Context: an optimization exercise on an open-source flow, tuned for a short achievable clock period and few clock cycles. The choices shown serve that exercise and are no tape-out recipe. RTL that was checked went through simulation tests only; none was proved equivalent to the original.

==> build 31 <==
==> flow/design.v <==
package eccPkg;
   typedef logic [3:0] nibbleT;
   typedef logic [7:0] codeByteT;
   typedef logic [31:0] dataWordT;
   typedef logic [63:0] codeWordT;
   typedef logic [11:0] axiAddrT;
   typedef logic [1:0] respT;
   typedef logic [15:0] cntT;
   localparam respT RESP_OKAY = 2'b00;
   localparam respT RESP_SLVERR = 2'b10;
   localparam axiAddrT REG_BASE = 12'h800;
   localparam axiAddrT REG_INJ_LO = 12'h800;
   localparam axiAddrT REG_INJ_HI = 12'h804;
   localparam axiAddrT REG_CORR_CNT = 12'h808;
   localparam axiAddrT REG_UNCORR_CNT = 12'h80C;
endpackage
`timescale 1ns/10ps
module eccMemTop (
   input logic clk,
   input logic rstN,
   input logic awValid,
   output logic awReady,
   input eccPkg::axiAddrT awAddr,
   input logic wValid,
   output logic wReady,
   input eccPkg::dataWordT wData,
   output logic bValid,
   input logic bReady,
   output eccPkg::respT bResp,
   input logic arValid,
   output logic arReady,
   input eccPkg::axiAddrT arAddr,
   output logic rValid,
   input logic rReady,
   output eccPkg::dataWordT rData,
   output eccPkg::respT rResp
);
   localparam int DEPTH = 64;
   localparam int CAP = 7;
   localparam int QD = 8;
   localparam int QW = $clog2(QD);
   function automatic logic [5:0] maskEffect(input logic [7:0] m);
      logic [3:0] s;
      logic [3:0] f;
      logic any;
      s[0] = m[0] ^ m[3] ^ m[5] ^ m[6];
      s[1] = m[1] ^ m[3] ^ m[5] ^ m[7];
      s[2] = m[2] ^ m[3] ^ m[6] ^ m[7];
      s[3] = m[4] ^ m[5] ^ m[6] ^ m[7];
      f[0] = (s == 4'b0111);
      f[1] = (s == 4'b1011);
      f[2] = (s == 4'b1101);
      f[3] = (s == 4'b1110);
      any = |s;
      maskEffect = {any & ~(^s), any, {m[7], m[6], m[5], m[3]} ^ f};
   endfunction
   logic rdy;
   assign awReady = rdy;
   assign wReady = rdy;
   assign arReady = rdy;
   logic rstQ;
   always_ff @(posedge clk) rstQ <= !rstN;
   logic cWr, cRd;
   eccPkg::axiAddrT cAw, cAr;
   eccPkg::dataWordT cD;
   logic cTakeB, cTakeR;
   always_ff @(posedge clk) begin
      cAw <= awAddr;
      cAr <= arAddr;
      cD <= wData;
      if (!rstN) begin
         cWr <= 1'b0;
         cRd <= 1'b0;
         cTakeB <= 1'b0;
         cTakeR <= 1'b0;
      end else begin
         cWr <= awValid && wValid && rdy;
         cRd <= arValid && rdy;
         cTakeB <= bValid && bReady;
         cTakeR <= rValid && rReady;
      end
   end
   eccPkg::axiAddrT aAddr;
   logic aHit;
   logic [5:0] aIdx;
   logic [5:0] aEff [4];
   assign aAddr = cWr ? cAw : cAr;
   assign aHit = (aAddr[11:8] == 4'd0);
   assign aIdx = aAddr[7:2];
   for (genvar b = 0; b < 4; b++) begin : gEff
      assign aEff[b] = maskEffect(cD[8*b +: 8]);
   end
   logic [33:0] mem [DEPTH];
   logic [33:0] rdL1 [8];
   logic eWr, eRd, eHit, eInjLo, eInjHi, eCorrA, eUncA, eErr;
   logic [5:0] eIdx;
   eccPkg::dataWordT eD;
   logic [15:0] eEff;
   logic eAny, eMulti;
   logic [DEPTH-1:0] eWe;
   always_ff @(posedge clk) begin
      if (!rstN) begin
         eWr <= 1'b0;
         eRd <= 1'b0;
         eWe <= '0;
      end else begin
         eWr <= cWr;
         eRd <= cRd;
         for (int k = 0; k < DEPTH; k++) begin
            eWe[k] <= cWr && aHit && (aIdx == 6'(k));
         end
      end
      eHit <= aHit;
      eIdx <= aIdx;
      eInjLo <= (aAddr == eccPkg::REG_INJ_LO);
      eInjHi <= (aAddr == eccPkg::REG_INJ_HI);
      eCorrA <= (aAddr == eccPkg::REG_CORR_CNT);
      eUncA <= (aAddr == eccPkg::REG_UNCORR_CNT);
      eErr <= !aHit && (aAddr != eccPkg::REG_INJ_LO) && (aAddr != eccPkg::REG_INJ_HI)
              && (aAddr != eccPkg::REG_CORR_CNT) && (aAddr != eccPkg::REG_UNCORR_CNT);
      eD <= cD;
      eEff <= {aEff[3][3:0], aEff[2][3:0], aEff[1][3:0], aEff[0][3:0]};
      eAny <= aEff[0][4] | aEff[1][4] | aEff[2][4] | aEff[3][4];
      eMulti <= aEff[0][5] | aEff[1][5] | aEff[2][5] | aEff[3][5];
      for (int g = 0; g < 8; g++) begin
         rdL1[g] <= mem[{3'(g), cAr[4:2]}];
      end
   end
   logic [63:0] mask;
   logic [15:0] effLo, effHi;
   logic anyLo, anyHi, multiLo, multiHi;
   logic [33:0] wWord;
   logic fwdV;
   logic [5:0] fwdIdx;
   logic [33:0] fwdWord;
   logic [33:0] eRdWord;
   logic eDataWr;
   assign eDataWr = eWr && eHit;
   assign wWord[31:0] = eD ^ {effHi, effLo};
   assign wWord[33] = multiLo | multiHi;
   assign wWord[32] = (anyLo | anyHi) & !(multiLo | multiHi);
   always_ff @(posedge clk) begin
      if (rstQ) begin
         mask <= '0;
         effLo <= '0;
         effHi <= '0;
         anyLo <= 1'b0;
         anyHi <= 1'b0;
         multiLo <= 1'b0;
         multiHi <= 1'b0;
      end else if (eDataWr) begin
         mask <= '0;
         effLo <= '0;
         effHi <= '0;
         anyLo <= 1'b0;
         anyHi <= 1'b0;
         multiLo <= 1'b0;
         multiHi <= 1'b0;
      end else if (eWr && eInjLo) begin
         mask[31:0] <= eD;
         effLo <= eEff;
         anyLo <= eAny;
         multiLo <= eMulti;
      end else if (eWr && eInjHi) begin
         mask[63:32] <= eD;
         effHi <= eEff;
         anyHi <= eAny;
         multiHi <= eMulti;
      end
   end
   always_ff @(posedge clk) begin
      for (int k = 0; k < DEPTH; k++) begin
         if (eWe[k]) mem[k] <= wWord;
      end
   end
   always_ff @(posedge clk) begin
      if (!rstN) begin
         fwdV <= 1'b0;
      end else begin
         fwdV <= eDataWr;
      end
      fwdIdx <= eIdx;
      fwdWord <= wWord;
   end
   assign eRdWord = (fwdV && fwdIdx == eIdx) ? fwdWord : rdL1[eIdx[5:3]];
   logic fWr, fRd, fDataRd, fCorrRd, fUncRd, fCorrClr, fUncClr, fErr;
   eccPkg::dataWordT fRegData;
   logic [33:0] fWord;
   always_ff @(posedge clk) begin
      if (!rstN) begin
         fWr <= 1'b0;
         fRd <= 1'b0;
      end else begin
         fWr <= eWr;
         fRd <= eRd;
      end
      fDataRd <= eRd && eHit;
      fCorrRd <= eRd && eCorrA;
      fUncRd <= eRd && eUncA;
      fCorrClr <= eWr && eCorrA;
      fUncClr <= eWr && eUncA;
      fErr <= eErr;
      fRegData <= eInjLo ? mask[31:0] : eInjHi ? mask[63:32] : '0;
      fWord <= eRdWord;
   end
   eccPkg::cntT corrCnt, uncCnt;
   always_ff @(posedge clk) begin
      if (rstQ) begin
         corrCnt <= '0;
         uncCnt <= '0;
      end else begin
         if (fWr && fCorrClr) begin
            corrCnt <= '0;
         end else if (fRd && fDataRd && fWord[32] && corrCnt != '1) begin
            corrCnt <= corrCnt + eccPkg::cntT'(1);
         end
         if (fWr && fUncClr) begin
            uncCnt <= '0;
         end else if (fRd && fDataRd && fWord[33] && uncCnt != '1) begin
            uncCnt <= uncCnt + eccPkg::cntT'(1);
         end
      end
   end
   logic [32:0] fR;
   assign fR[31:0] = fDataRd ? fWord[31:0]
                   : fCorrRd ? eccPkg::dataWordT'(corrCnt)
                   : fUncRd ? eccPkg::dataWordT'(uncCnt)
                   : fRegData;
   assign fR[32] = fDataRd ? fWord[33] : fErr;
   logic [32:0] rq [QD];
   logic [QW:0] rqW, rqR;
   logic rqEmpty;
   assign rqEmpty = (rqW == rqR);
   always_ff @(posedge clk) begin
      if (fRd) rq[rqW[QW-1:0]] <= fR;
   end
   always_ff @(posedge clk) begin
      if (!rstN) begin
         rqW <= '0;
         rqR <= '0;
         rValid <= 1'b0;
      end else begin
         if (fRd) rqW <= rqW + 1'b1;
         if (!rValid || rReady) begin
            rValid <= !rqEmpty;
            if (!rqEmpty) rqR <= rqR + 1'b1;
         end
      end
   end
   always_ff @(posedge clk) begin
      if ((!rValid || rReady) && !rqEmpty) begin
         rData <= rq[rqR[QW-1:0]][31:0];
         rResp[1] <= rq[rqR[QW-1:0]][32];
      end
   end
   assign rResp[0] = 1'b0;
   logic [QD-1:0] bq;
   logic [QW:0] bqW, bqR;
   logic bqEmpty;
   assign bqEmpty = (bqW == bqR);
   always_ff @(posedge clk) begin
      if (fWr) bq[bqW[QW-1:0]] <= fErr;
   end
   always_ff @(posedge clk) begin
      if (!rstN) begin
         bqW <= '0;
         bqR <= '0;
         bValid <= 1'b0;
      end else begin
         if (fWr) bqW <= bqW + 1'b1;
         if (!bValid || bReady) begin
            bValid <= !bqEmpty;
            if (!bqEmpty) bqR <= bqR + 1'b1;
         end
      end
   end
   always_ff @(posedge clk) begin
      if ((!bValid || bReady) && !bqEmpty) begin
         bResp[1] <= bq[bqR[QW-1:0]];
      end
   end
   assign bResp[0] = 1'b0;
   logic [3:0] owed, owedNow;
   assign owedNow = owed + 4'(cWr | cRd) - 4'(cTakeB) - 4'(cTakeR);
   always_ff @(posedge clk) begin
      if (!rstN) begin
         owed <= '0;
         rdy <= 1'b0;
      end else begin
         owed <= owedNow;
         rdy <= (owedNow + 4'(rdy)) <= 4'(CAP - 1);
      end
   end
endmodule
==> flow/run.sh <==
#!/bin/bash
# synth_recipe.tcl (not shown) runs the flow's synth.tcl, then flattens the netlist and writes it again
# the make line also repeats each setting of config.mk as NAME=value (left out here)
make -C /OpenROAD-flow-scripts/flow DESIGN_CONFIG=/design/flow/config.mk WORK_HOME=/design/flow/orfs CLKGATE_MAP_FILE= SYNTH_SCRIPT=/design/flow/synth_recipe.tcl finish
==> flow/config.mk <==
export PLATFORM = sky130hd
export DESIGN_NAME = eccMemTop
export DESIGN_NICKNAME = eccMemTop
export VERILOG_FILES = /design/flow/design.v
export SDC_FILE = /design/flow/constraint.sdc
export NUM_CORES = 4
export LEC_CHECK = 0
export CAP_MARGIN = 20
export CORE_MARGIN = 2
export CORE_UTILIZATION = 25
export PLACE_DENSITY = 0.35
export SLEW_MARGIN = 20
export SYNTH_MEMORY_MAX_BITS = 8192
==> flow/constraint.sdc <==
create_clock -name core_clock -period 5.0 [get_ports {clk}]
set_input_delay 1.0000 -clock core_clock [delete_from_list [all_inputs] [get_ports {clk}]]
set_output_delay 1.0000 -clock core_clock [all_outputs]
set_load 0.01 [all_outputs]
==> inputs of trial 8, as changes to build 31 <==
--- a/flow/design.v
+++ b/flow/design.v
@@ -282,11 +282,22 @@
    assign bResp[0] = 1'b0;
-   logic [3:0] owed, owedNow;
-   assign owedNow = owed + 4'(cWr | cRd) - 4'(cTakeB) - 4'(cTakeR);
-   always_ff @(posedge clk) begin
-      if (!rstN) begin
-         owed <= '0;
+   logic [8:0] owedT, owedNow;
+   logic owedUp;
+   logic [1:0] owedDown;
+   assign owedUp = cWr | cRd;
+   assign owedDown = 2'(cTakeB) + 2'(cTakeR);
+   always_comb begin
+      for (int k = 0; k < 9; k++) begin
+         if (owedUp && owedDown == 2'd0) owedNow[k] = (k == 0) ? 1'b1 : owedT[k-1];
+         else if (owedUp == (owedDown == 2'd1)) owedNow[k] = owedT[k];
+         else if (owedDown == 2'd2 && !owedUp) owedNow[k] = (k >= 7) ? 1'b0 : owedT[k+2];
+         else owedNow[k] = (k == 8) ? 1'b0 : owedT[k+1];
+      end
+   end
+   always_ff @(posedge clk) begin
+      if (!rstN) begin
+         owedT <= '0;
          rdy <= 1'b0;
       end else begin
-         owed <= owedNow;
-         rdy <= (owedNow + 4'(rdy)) <= 4'(CAP - 1);
+         owedT <= owedNow;
+         rdy <= rdy ? !owedNow[CAP - 2] : !owedNow[CAP - 1];
       end
CORE_UTILIZATION = 50   (was 25)
PLACE_DENSITY = 0.65   (was 0.35)
SETUP_SLACK_MARGIN = 2.8   (was not set)
==> impl_metrics.env <==
export IMPL_dieHeight_um=490
export IMPL_status="timing/DRC/antenna clean"
export IMPL_path_delay_family="flip-flops"
export IMPL_worstMarginPinSlew_ns=1.18
export IMPL_placeableCoreArea_mm2=0.235
export IMPL_dpl_cell_area_mm2=0.124
export IMPL_clock_latency_ns=0.97
export IMPL_fin_crit_sh=0.492
export IMPL_yosysSeqAreaShare=0.756
-- figures above: trial 8

==> impl_metrics.env <==
export IMPL_dieHeight_um=689
export IMPL_dpl_cell_area_mm2=0.127
export IMPL_largest_register="mem"
export IMPL_synth_area_leaders="edfxtp_1 (64%), dfxtp_1 (12%), mux4_2 (3.8%)"
export IMPL_worstMarginPinSlew_ns=1.30
export IMPL_buffer_area_frac=0.0236
export IMPL_placeableCoreArea_mm2=0.467
export IMPL_clock_latency_ns=0.96
export IMPL_root_buffer="clkbuf_16"
export IMPL_ios=104
export IMPL_regArea_mm2=0.0893
export IMPL_status="timing/DRC/antenna clean"
export IMPL_final_common_cell="edfxtp_1"
-- figures above: build 31

Testbench counts of build 31, summed over its fixed seeds: cycles 6,426.
Only the layout flow was run in trial 8; the RTL was not checked for function there.

static timing again, ports no longer ideal:
In the flow no input, the clock included, has a driving cell. The finished layouts below were timed again as built, in two steps.
Step 1 sets driving cells, clkbuf_16 on the clock port and buf_2 on the other inputs (assumed; they add their load-dependent delay and slew).
Step 2 times the ports against the registers' clock, not the clock port: input delays grow and output delays shrink by t, the midpoint of the rising clock arrivals with the driver on.
a / b / c = ideal ports / drivers / drivers and shift; a / b = the first two.
run	t (ns)	setup slack, ns	slew at the worst register clock pin (ns)
build 31	1.047	1.769 / 1.769 / 1.301	0.06 / 0.06
trial 8	1.023	2.540 / 2.445 / 2.261	0.06 / 0.06
After both steps every run listed still meets setup and hold. The setup slack of build 31, which loses most, moves by 0.000 ns with the drivers and by -0.468 ns with both steps.
